What follows belongs to an exercise in optimizing a design on an open flow for small area and a short achievable clock period; a production flow would make more cautious choices.
Only simulation tests tie the RTL to the original design; equivalence was not proved.
Power figures rest on the tool's default switching activity, not on a simulated workload.

## exec_pipe_top
module exec_pipe_top
#(
    parameter int dmem_depth = 16     
)
(
    input  logic            clk,
    input  logic            reset,
    input  pipe_isa_pkg::iclass_e         iclass,
    input  pipe_isa_pkg::alu_op_e         alu_op,
    input  logic [pipe_isa_pkg::xlen-1:0] op_a,
    input  logic [pipe_isa_pkg::xlen-1:0] op_b,
    input  logic [pipe_isa_pkg::xlen-1:0] store_data,
    input  pipe_isa_pkg::reg_idx_t        rd,
    output pipe_stage_pkg::wb_t             wb,
    output logic            branch_taken
);
    pipe_stage_pkg::id_ex_t  id_ex;      
    pipe_stage_pkg::ex_mem_t ex_in;      
    pipe_stage_pkg::ex_mem_t ex_mem;     
    issue_stage u_issue (
        .clk        (clk),
        .reset      (reset),
        .iclass     (iclass),
        .alu_op     (alu_op),
        .op_a       (op_a),
        .op_b       (op_b),
        .store_data (store_data),
        .rd         (rd),
        .id_ex      (id_ex)
    );
    execute_stage u_execute (
        .id_ex (id_ex),
        .ex_in (ex_in)
    );
    ex_mem_reg u_ex_mem (
        .clk    (clk),
        .reset  (reset),
        .ex_in  (ex_in),
        .ex_mem (ex_mem)
    );
    mem_stage u_mem (
        .clk          (clk),
        .reset        (reset),
        .ex_mem       (ex_mem),
        .wb           (wb),
        .branch_taken (branch_taken)
    );
endmodule
==> flow/config.mk <==
export PLATFORM = sky130hd
export DESIGN_NAME = exec_pipe_top
export DESIGN_NICKNAME = exec_pipe_top
export VERILOG_FILES = /design/flow/design.v
export SDC_FILE = /design/flow/constraint.sdc
export NUM_CORES = 4
export LEC_CHECK = 0
export CAP_MARGIN = 15
export CORE_MARGIN = 2
export CORE_UTILIZATION = 65
export CTS_CLUSTER_DIAMETER = 80
export CTS_CLUSTER_SIZE = 24
export PLACE_DENSITY = 0.72
export SETUP_SLACK_MARGIN = 3.6
export SLEW_MARGIN = 10
==> flow/constraint.sdc <==
create_clock -name core_clock -period 6.0 [get_ports {clk}]
set_input_delay 1.2000 -clock core_clock [delete_from_list [all_inputs] [get_ports {clk}]]
set_output_delay 1.2000 -clock core_clock [all_outputs]
set_load 0.01 [all_outputs]
standard.sh (not shown) runs the stock make flow with config.mk's settings and CLKGATE_MAP_FILE= SYNTH_SCRIPT=/design/flow/synth_recipe.tcl, a recipe that flattens the netlist after the stock synthesis.
==> flow/flow/run.sh <==
#!/bin/bash
# The standard ORFS layout (the standard.sh, standard synthesis unchanged)
# with two changes to how the layout is made:
#  - port buffers are buf_2 cells instead of the default delay-buffer pick;
#  - timing repair may resize a cell to any footprint (MATCH_CELL_FOOTPRINT=0).
# All of make's output goes to flow_make.log here; ORFS keeps its per-step logs
# under orfs/logs.
set -uo pipefail
bash standard.sh MATCH_CELL_FOOTPRINT=0 \
    "BUFFER_PORTS_ARGS=-buffer_cell sky130_fd_sc_hd__buf_2" \
    finish > flow_make.log 2>&1
status=$?
tail -20 flow_make.log
exit $status
Change:
ABC_CLOCK_PERIOD_IN_PS = 2500   (was default)
CAP_MARGIN = 30   (was 15)
CORE_UTILIZATION = 55   (was 65)
CTS_CLUSTER_DIAMETER = 100   (was 80)
CTS_CLUSTER_SIZE = 30   (was 24)
PLACE_DENSITY = default   (was 0.72)
SLEW_MARGIN = 20   (was 10)
TNS_END_PERCENT = 5   (was default)
Final cell count goes up by 3.4%.
Routed wire length goes up by 3.7%.
Synthesized area does not change.
Non-clock buffer count goes down by 17.
First-iteration DRC count goes down by 19%.
Critical path depth goes down by 4.
Register-to-register slack got worse by 0.12 ns.
Final area goes down by 0.93%.
Maximum frequency goes down by 7.1%.
Synthesized cell count is unchanged.
Total power goes down by 3.6%.
Change:
--- a/flow/flow/run.sh
+++ b/flow/flow/run.sh
@@ -4 +4 @@
-#  - port buffers are buf_2 cells instead of the default delay-buffer pick;
+#  - port buffers are buf_1 cells instead of the default delay-buffer pick;
@@ -10 +10 @@
-    "BUFFER_PORTS_ARGS=-buffer_cell sky130_fd_sc_hd__buf_2" \
+    "BUFFER_PORTS_ARGS=-buffer_cell sky130_fd_sc_hd__buf_1" \
ABC_CLOCK_PERIOD_IN_PS = default   (was 2500)
CORE_UTILIZATION = 65   (was 55)
CTS_CLUSTER_DIAMETER = 80   (was 100)
CTS_CLUSTER_SIZE = 24   (was 30)
PLACE_DENSITY = 0.72   (was default)
TNS_END_PERCENT = default   (was 5)
The new run passed the timing, DRC and antenna checks.
Synthesized cell count stays the same.
Cell area climbs by 0.41%.
Count of clock-buffer cells in the layout is higher by 18.
Clock skew fell by 0.015 ns.
Core utilization climbs by 12 points.
Total power grows by about 4%.
Cell count goes down by about 3.3%.
Non-clock buffer count rises by 14.
Die area decreases by 15%.
Setup slack gets better by 0.19 ns.
Change:
--- a/flow/flow/run.sh
+++ b/flow/flow/run.sh
@@ -4 +4 @@
-#  - port buffers are buf_1 cells instead of the default delay-buffer pick;
+#  - port buffers are buf_2 cells instead of the default delay-buffer pick;
@@ -10 +10 @@
-    "BUFFER_PORTS_ARGS=-buffer_cell sky130_fd_sc_hd__buf_1" \
+    "BUFFER_PORTS_ARGS=-buffer_cell sky130_fd_sc_hd__buf_2" \
ABC_CLOCK_PERIOD_IN_PS = 2500   (was default)
CORE_UTILIZATION = 55   (was 65)
CTS_CLUSTER_DIAMETER = 100   (was 80)
CTS_CLUSTER_SIZE = 30   (was 24)
PLACE_DENSITY = default   (was 0.72)
SETUP_SLACK_MARGIN = 3.5   (was 3.6)
Outcome: Die area goes up by about a fifth. Setup slack degrades by 0.11 ns. Final area barely changes. Utilization drops by 11 points. Routed wire length increases by a few percent. Total power came out lower by a few percent. Global-route usage decreases by 4.6 points. Non-clock buffer count increases by 14. Synthesized cell count does not change.

========
exec_pipe_top again, from the RTL that the note above started with.
==> flow/config.mk <==
export PLATFORM = sky130hd
export DESIGN_NAME = exec_pipe_top
export DESIGN_NICKNAME = exec_pipe_top
export VERILOG_FILES = /design/flow/design.v
export SDC_FILE = /design/flow/constraint.sdc
export NUM_CORES = 4
export LEC_CHECK = 0
export CAP_MARGIN = 30
export CORE_MARGIN = 2
export CORE_UTILIZATION = 65
export CTS_CLUSTER_DIAMETER = 80
export CTS_CLUSTER_SIZE = 24
export PLACE_DENSITY = 0.72
export SETUP_SLACK_MARGIN = 3.6
export SLEW_MARGIN = 20
==> flow/constraint.sdc <==
create_clock -name core_clock -period 6.0 [get_ports {clk}]
set_input_delay 1.2000 -clock core_clock [delete_from_list [all_inputs] [get_ports {clk}]]
set_output_delay 1.2000 -clock core_clock [all_outputs]
set_load 0.01 [all_outputs]
==> flow/flow/run.sh <==
#!/bin/bash
# The standard ORFS layout (the standard.sh, standard synthesis unchanged)
# with two changes to how the layout is made:
#  - port buffers are buf_2 cells instead of the default delay-buffer pick;
#  - timing repair may resize a cell to any footprint (MATCH_CELL_FOOTPRINT=0).
# All of make's output goes to flow_make.log here; ORFS keeps its per-step logs
# under orfs/logs.
set -uo pipefail
bash standard.sh MATCH_CELL_FOOTPRINT=0 \
    "BUFFER_PORTS_ARGS=-buffer_cell sky130_fd_sc_hd__buf_2" \
    finish > flow_make.log 2>&1
status=$?
tail -20 flow_make.log
exit $status
The starting point finished with timing, DRC and antenna clean.
Next try:
Settings changed: TNS_END_PERCENT set to 20.
Result: The changed run finished with timing, DRC and antenna clean; design area hardly moves; total power hardly moves; register-to-register slack loses 0.16 ns; sequential cell count is unchanged; count of clock-buffer cells in the layout is higher by 1; wire length stays flat; utilization is lower by 0.15 points; sequential power is about the same; via count is higher by 0.31%.
Next try:
Settings changed: TNS_END_PERCENT 20 to 50.
Effect:
- clock skew rose by 0.0031 ns
- worst hold slack hardly moves
- global-route usage rose by 0.27 points
- count of clock-buffer cells in the layout rose by 1
- routed wire length stays flat
Next try:
Settings changed: CORE_UTILIZATION 65 to 72, PLACE_DENSITY 0.72 to 0.8, TNS_END_PERCENT 50 to not set.
Effect: Clock-buffer cell count came out higher by 1; synthesized area does not change; total power barely changes; setup slack barely changes; global-route usage came out higher by 5.4 points; die area came out lower by 9.6%; final area is about the same; wire length came out higher by about 3%; clock power came out lower by about 0.8%; sequential share of layout area came out higher by 0.12 points; clock skew came out lower by 0.0038 ns.
Next try:
Settings changed: CORE_UTILIZATION 72 to 55, PLACE_DENSITY 0.8 to not set.
Clock power goes up by about 4%.
Routed wire length rose by about 2.6%.
Count of clock-buffer cells in the layout goes up by 2.
Setup slack gains 0.071 ns.
Clock skew goes up by 0.0055 ns.
Fmax grows by 2.9%.
Cell area came out higher by about 1.3%.
Critical path depth rises by 3.
Sequential power barely changes.
Next try:
--- a/flow/flow/run.sh
+++ b/flow/flow/run.sh
@@ -3,3 +3,3 @@
 # with two changes to how the layout is made:
-#  - port buffers are buf_2 cells instead of the default delay-buffer pick;
+#  - port buffers are buf_1 cells instead of the default delay-buffer pick;
 #  - timing repair may resize a cell to any footprint (MATCH_CELL_FOOTPRINT=0).
@@ -9,3 +9,3 @@
 bash standard.sh MATCH_CELL_FOOTPRINT=0 \
-    "BUFFER_PORTS_ARGS=-buffer_cell sky130_fd_sc_hd__buf_2" \
+    "BUFFER_PORTS_ARGS=-buffer_cell sky130_fd_sc_hd__buf_1" \
     finish > flow_make.log 2>&1
Settings changed: CORE_UTILIZATION 55 to 65, CTS_CLUSTER_DIAMETER 80 to 90, CTS_CLUSTER_SIZE 24 to 27, PLACE_DENSITY set to 0.72.
Outcome: Final area goes down by about 1.7%. Routed wire length came out lower by 5.0%. Setup slack loses 0.025 ns. Final cell count fell by about 4.7%. Combinational power fell by about 3%. Clock skew climbs by 0.011 ns. Clock-buffer cell count fell by 15. First-iteration DRC count is higher by 13%. Sequential share of layout area goes up by 1.1 points. Synthesized cell count stays the same. Global-route usage rises by 3.9 points.

========
Setup of zinc:
exec_pipe_top again, from the RTL that the note above started with.
Settings: LEC_CHECK=0, CAP_MARGIN=30, CORE_MARGIN=2, CORE_UTILIZATION=65, CTS_CLUSTER_DIAMETER=80, CTS_CLUSTER_SIZE=24, PLACE_DENSITY=0.72, SETUP_SLACK_MARGIN=3.66, SLEW_MARGIN=20; clock period 6.0 ns.
==> flow/flow/run.sh <==
#!/bin/bash
# The standard ORFS layout (the standard.sh, standard synthesis unchanged)
# with two changes to how the layout is made:
#  - port buffers are buf_2 cells instead of the default delay-buffer pick;
#  - timing repair may resize a cell to any footprint (MATCH_CELL_FOOTPRINT=0).
# All of make's output goes to flow_make.log here; ORFS keeps its per-step logs
# under orfs/logs.
set -uo pipefail
bash standard.sh MATCH_CELL_FOOTPRINT=0 \
    "BUFFER_PORTS_ARGS=-buffer_cell sky130_fd_sc_hd__buf_2" \
    finish > flow_make.log 2>&1
status=$?
tail -20 flow_make.log
exit $status
diff inputs: zinc => garnet
- SETUP_SLACK_MARGIN: 3.66 -> 3.75
[summary]
When the final numbers for zinc and garnet were put side by side, the highest achievable clock rate turned out to be greater in zinc.
Compared with zinc, garnet shows number of clock buffer instances in the layout that has gone down slightly.
Required time at the worst-slack endpoint: higher on garnet
Between zinc and garnet, count of placed standard cells in the final layout, fillers left out increased.
Compared zinc against garnet; relative area of clock buffers and inverters in the final design within noise.
The inputs of tundra differ from those of garnet as listed below.
- GPL_ROUTABILITY_DRIVEN: unset -> 0
- SETUP_SLACK_MARGIN: 3.75 -> 3.6
==> comparison <==
Compared with garnet, tundra improves total power.
Utilization garnet -> tundra: down
Diff garnet -> tundra: buffers plus inverters on the worst setup path moved down, wire length moved down, growth of design area from synthesis to finish moved down, average via count per standard cell moved down, residual antenna-violating net count after detailed routing level.

## what the ideal ports hide
In the flow no input, the clock included, has a driving cell. The finished layouts below were timed again as built, in two steps.
Step 1: set_driving_cell puts a clkbuf_16 on clk and a buf_2 on each other input, an assumption about the parent block.
Step 2, shift: input delay + t, output delay - t, t = (earliest + latest rising clock arrival at the registers) / 2. This alone moves slack from input paths to output paths.
a / b / c = ideal / step 1 / step 2; a / b = the first two.
| run | t (ns) | slack for setup (ns) | clock arrival spread, ns |
|---|---|---|---|
| the first run of note 1 | 0.720 | 3.555 / 3.517 / 2.865 | 0.049 / 0.049 |
| the second run of note 1 | 0.736 | 3.368 / 3.295 / 2.842 | 0.052 / 0.053 |
| the third run of note 1 | 0.717 | 3.554 / 3.492 / 2.911 | 0.032 / 0.032 |
| the fourth run of note 1 | 0.775 | 3.449 / 3.405 / 2.630 | 0.050 / 0.050 |
| the first run of note 2 | 0.717 | 3.591 / 3.522 / 2.859 | 0.034 / 0.034 |
| the second run of note 2 | 0.722 | 3.385 / 3.311 / 2.777 | 0.041 / 0.041 |
| the third run of note 2 | 0.718 | 3.508 / 3.431 / 2.820 | 0.043 / 0.042 |
| the fourth run of note 2 | 0.719 | 3.506 / 3.505 / 2.863 | 0.046 / 0.046 |
| the fifth run of note 2 | 0.738 | 3.577 / 3.494 / 2.755 | 0.045 / 0.045 |
| the sixth run of note 2 | 0.752 | 3.552 / 3.481 / 2.845 | 0.055 / 0.054 |
| zinc | 0.716 | 3.549 / 3.483 / 2.834 | 0.040 / 0.039 |
| garnet | 0.726 | 3.526 / 3.503 / 2.863 | 0.037 / 0.037 |
| tundra | 0.718 | 3.582 / 3.509 / 2.889 | 0.039 / 0.038 |
After both steps every run listed still meets setup and hold. For the fifth run of note 2, which loses most, drivers alone change the setup slack by -0.083 ns; drivers and shift together by -0.822 ns.
